This design comes from an exercise in tuning for small area on the open sky130 flow, not from production work. The RTL was checked by simulation tests, not by an equivalence proof against the original design.

## instr_mem
module instr_mem (
  input  logic        clk,
  input  logic        rst_n,
  input  logic [15:0] pc,
  output logic [15:0] instruction,
  output logic        addr_fault,
  input  logic        we,
  input  logic [15:0] waddr,
  input  logic [15:0] wdata
);
  localparam int unsigned DEPTH  = 64;
  localparam int unsigned DATA_W = instr_mem_pkg::DATA_W;
  localparam int unsigned IMG_N  = instr_mem_pkg::DEFAULT_PROGRAM_LEN;
  logic [DEPTH*DATA_W-1:0] mem_q;    
  logic [DEPTH*DATA_W-1:0] mem_d;
  logic [DEPTH-1:0]        written_q;  
  logic             w_en;
  logic [5:0]       wa_n;
  logic [7:0]       w_lo;      
  logic [7:0]       w_hi;      
  logic [DEPTH-1:0] w_sel;     
  logic [DEPTH-1:0] w_hold;    
  logic [DEPTH-1:0] written_d;
  assign w_en = we && (waddr[15:7] == 9'd0);
  for (genvar i = 0; i < DEPTH; i++) begin : g_word
    instr_mem_wsel #(.W(DATA_W)) u_wsel (
      .sel (w_sel[i]),
      .hold(w_hold[i]),
      .wd  (wdata),
      .q   (mem_q[i*DATA_W +: DATA_W]),
      .d   (mem_d[i*DATA_W +: DATA_W])
    );
  end
  always_ff @(posedge clk) begin
    mem_q <= mem_d;
  end
  always_ff @(posedge clk or negedge rst_n) begin
    if (!rst_n) written_q <= '0;
    else        written_q <= written_d;
  end
  logic             r_out_range;
  logic [5:0]       pc_n;
  logic [7:0]       r_lo;      
  logic [7:0]       r_hi;      
  logic [DEPTH-1:0] r_sel;     
  logic [IMG_N-1:0] r_img;     
  assign r_out_range = |pc[15:7];
  assign addr_fault  = pc[0] | r_out_range;
  instr_mem_inv u_1 (.a(waddr[1]), .y(wa_n[0]));
  instr_mem_inv u_2 (.a(waddr[2]), .y(wa_n[1]));
  instr_mem_inv u_3 (.a(waddr[3]), .y(wa_n[2]));
  ...
Size in the first run: ~68 I/O pins, roughly 37,000 um^2 of cells after synthesis.
==> flow/config.mk <==
export PLATFORM = sky130hd
export DESIGN_NAME = instr_mem
export DESIGN_NICKNAME = instr_mem
export VERILOG_FILES = /design/flow/design.v
export SDC_FILE = /design/flow/constraint.sdc
export NUM_CORES = 4
export LEC_CHECK = 0
export CAP_MARGIN = 5
export CORE_MARGIN = 2
export CORE_UTILIZATION = 50
export PLACE_DENSITY = 0.8
export SETUP_SLACK_MARGIN = 0.4
export SLEW_MARGIN = 5
export SYNTH_HIERARCHICAL = 1
==> flow/constraint.sdc <==
create_clock -name core_clock -period 6.0 [get_ports {clk}]
set_input_delay 1.2000 -clock core_clock [delete_from_list [all_inputs] [get_ports {clk}]]
set_output_delay 1.2000 -clock core_clock [all_outputs]
set_load 0.01 [all_outputs]
standard.sh (not shown) runs the stock make flow with config.mk's settings and CLKGATE_MAP_FILE= SYNTH_SCRIPT=/design/flow/synth_recipe.tcl, a recipe that flattens the netlist after the stock synthesis.
==> flow/flow/run.sh <==
#!/bin/bash
# Layout flow: the standard synthesis unchanged, then the standard ORFS
# steps, with the buffers and upsized gates that ABC leaves dropped before
# floorplanning (the resizer adds back what timing, slew and load need),
# plain buffers on the ports, and larger clock-tree sink clusters.
set -euo pipefail
W=$(pwd)
F=$W/flow
bash standard.sh synth > $W/synth.log 2>&1
bash standard.sh \
  PRE_FLOORPLAN_TCL=$F/pre_floorplan.tcl \
  REMOVE_ABC_BUFFERS=1 \
  GPL_TIMING_DRIVEN=0 \
  "BUFFER_PORTS_ARGS=-buffer_cell sky130_fd_sc_hd__buf_2" \
  "CTS_ARGS=-sink_clustering_enable -repair_clock_nets -dont_use_dummy_load -buf_list sky130_fd_sc_hd__clkbuf_4 -sink_clustering_size 10 -sink_clustering_max_diameter 40" \
  finish > $W/layout.log 2>&1
==> flow/flow/pre_floorplan.tcl <==
# Drop ABC's buffers and set every combinational gate to the smallest-area
# drive strength of its cell (the strongest of equal-area ones); later repair
# steps size up what timing, slew and load need.
remove_buffers
set dont_use $::env(DONT_USE_CELLS)
set best [dict create]
foreach lc [get_lib_cells *] {
  set name [get_name $lc]
  if {![regexp {^(sky130_fd_sc_hd__[a-z0-9]+)_([0-9]+)$} $name -> fam drv]} { continue }
  if {[lsearch $dont_use $name] >= 0} { continue }
  set area [get_property $lc area]
  if {![dict exists $best $fam]} {
    dict set best $fam [list $name $area $drv]
  } else {
    lassign [dict get $best $fam] bn ba bd
    if {$area < $ba - 1e-6 || ($area < $ba + 1e-6 && $drv > $bd)} {
      dict set best $fam [list $name $area $drv]
    }
  }
}
set n 0
foreach inst [get_cells *] {
  set master [get_property $inst ref_name]
  if {![regexp {^(sky130_fd_sc_hd__([a-z0-9]+))_([0-9]+)$} $master -> fam base drv]} { continue }
  if {[regexp {^(df|sdf|edf|dl|conb|tap|fill|decap)} $base]} { continue }
  if {![dict exists $best $fam]} { continue }
  set target [lindex [dict get $best $fam] 0]
  if {$target ne $master} {
    replace_cell $inst $target
    incr n
  }
}
puts "pre_floorplan: resized $n instances"
==> next run, changes <==
--- a/flow/config.mk
+++ b/flow/config.mk
@@ -10,4 +10,3 @@
 export CORE_UTILIZATION = 50
-export PLACE_DENSITY = 0.8
-export SETUP_SLACK_MARGIN = 0.4
+export SETUP_SLACK_MARGIN = 0.5
 export SLEW_MARGIN = 5
What happened: Via count is higher by 0.88%; flip-flop and latch count is unchanged; cell area goes up by about 0.36%; die area does not change.

[static timing again, ports no longer ideal]
In the flow no input, the clock included, has a driving cell. The finished layouts below were timed again as built, in two steps. Step 1 assumes that a clkbuf_16 drives the clock port and a buf_2 every other input. Step 2 also shifts input and output timing later by t, the mid clock arrival at the registers, as if the neighbouring blocks saw the same clock. Slacks: ideal / step 1 / step 2; pairs: ideal / step 1.
run	shift t [ns]	setup slack, ns	hold WS [ns]	clock arrival spread, ns	worst register clock-pin slew, ns
the first run	1.070	0.152 / 0.127 / 0.127	0.454 / 0.446 / 0.461	0.081 / 0.081	0.12 / 0.12
the second run	1.065	0.293 / 0.263 / 0.263	0.106 / 0.120 / 0.464	0.094 / 0.094	0.11 / 0.11
After both steps every run listed still meets setup and hold. For the second run, which loses most, drivers alone change the setup slack by -0.030 ns; drivers and shift together by -0.030 ns.
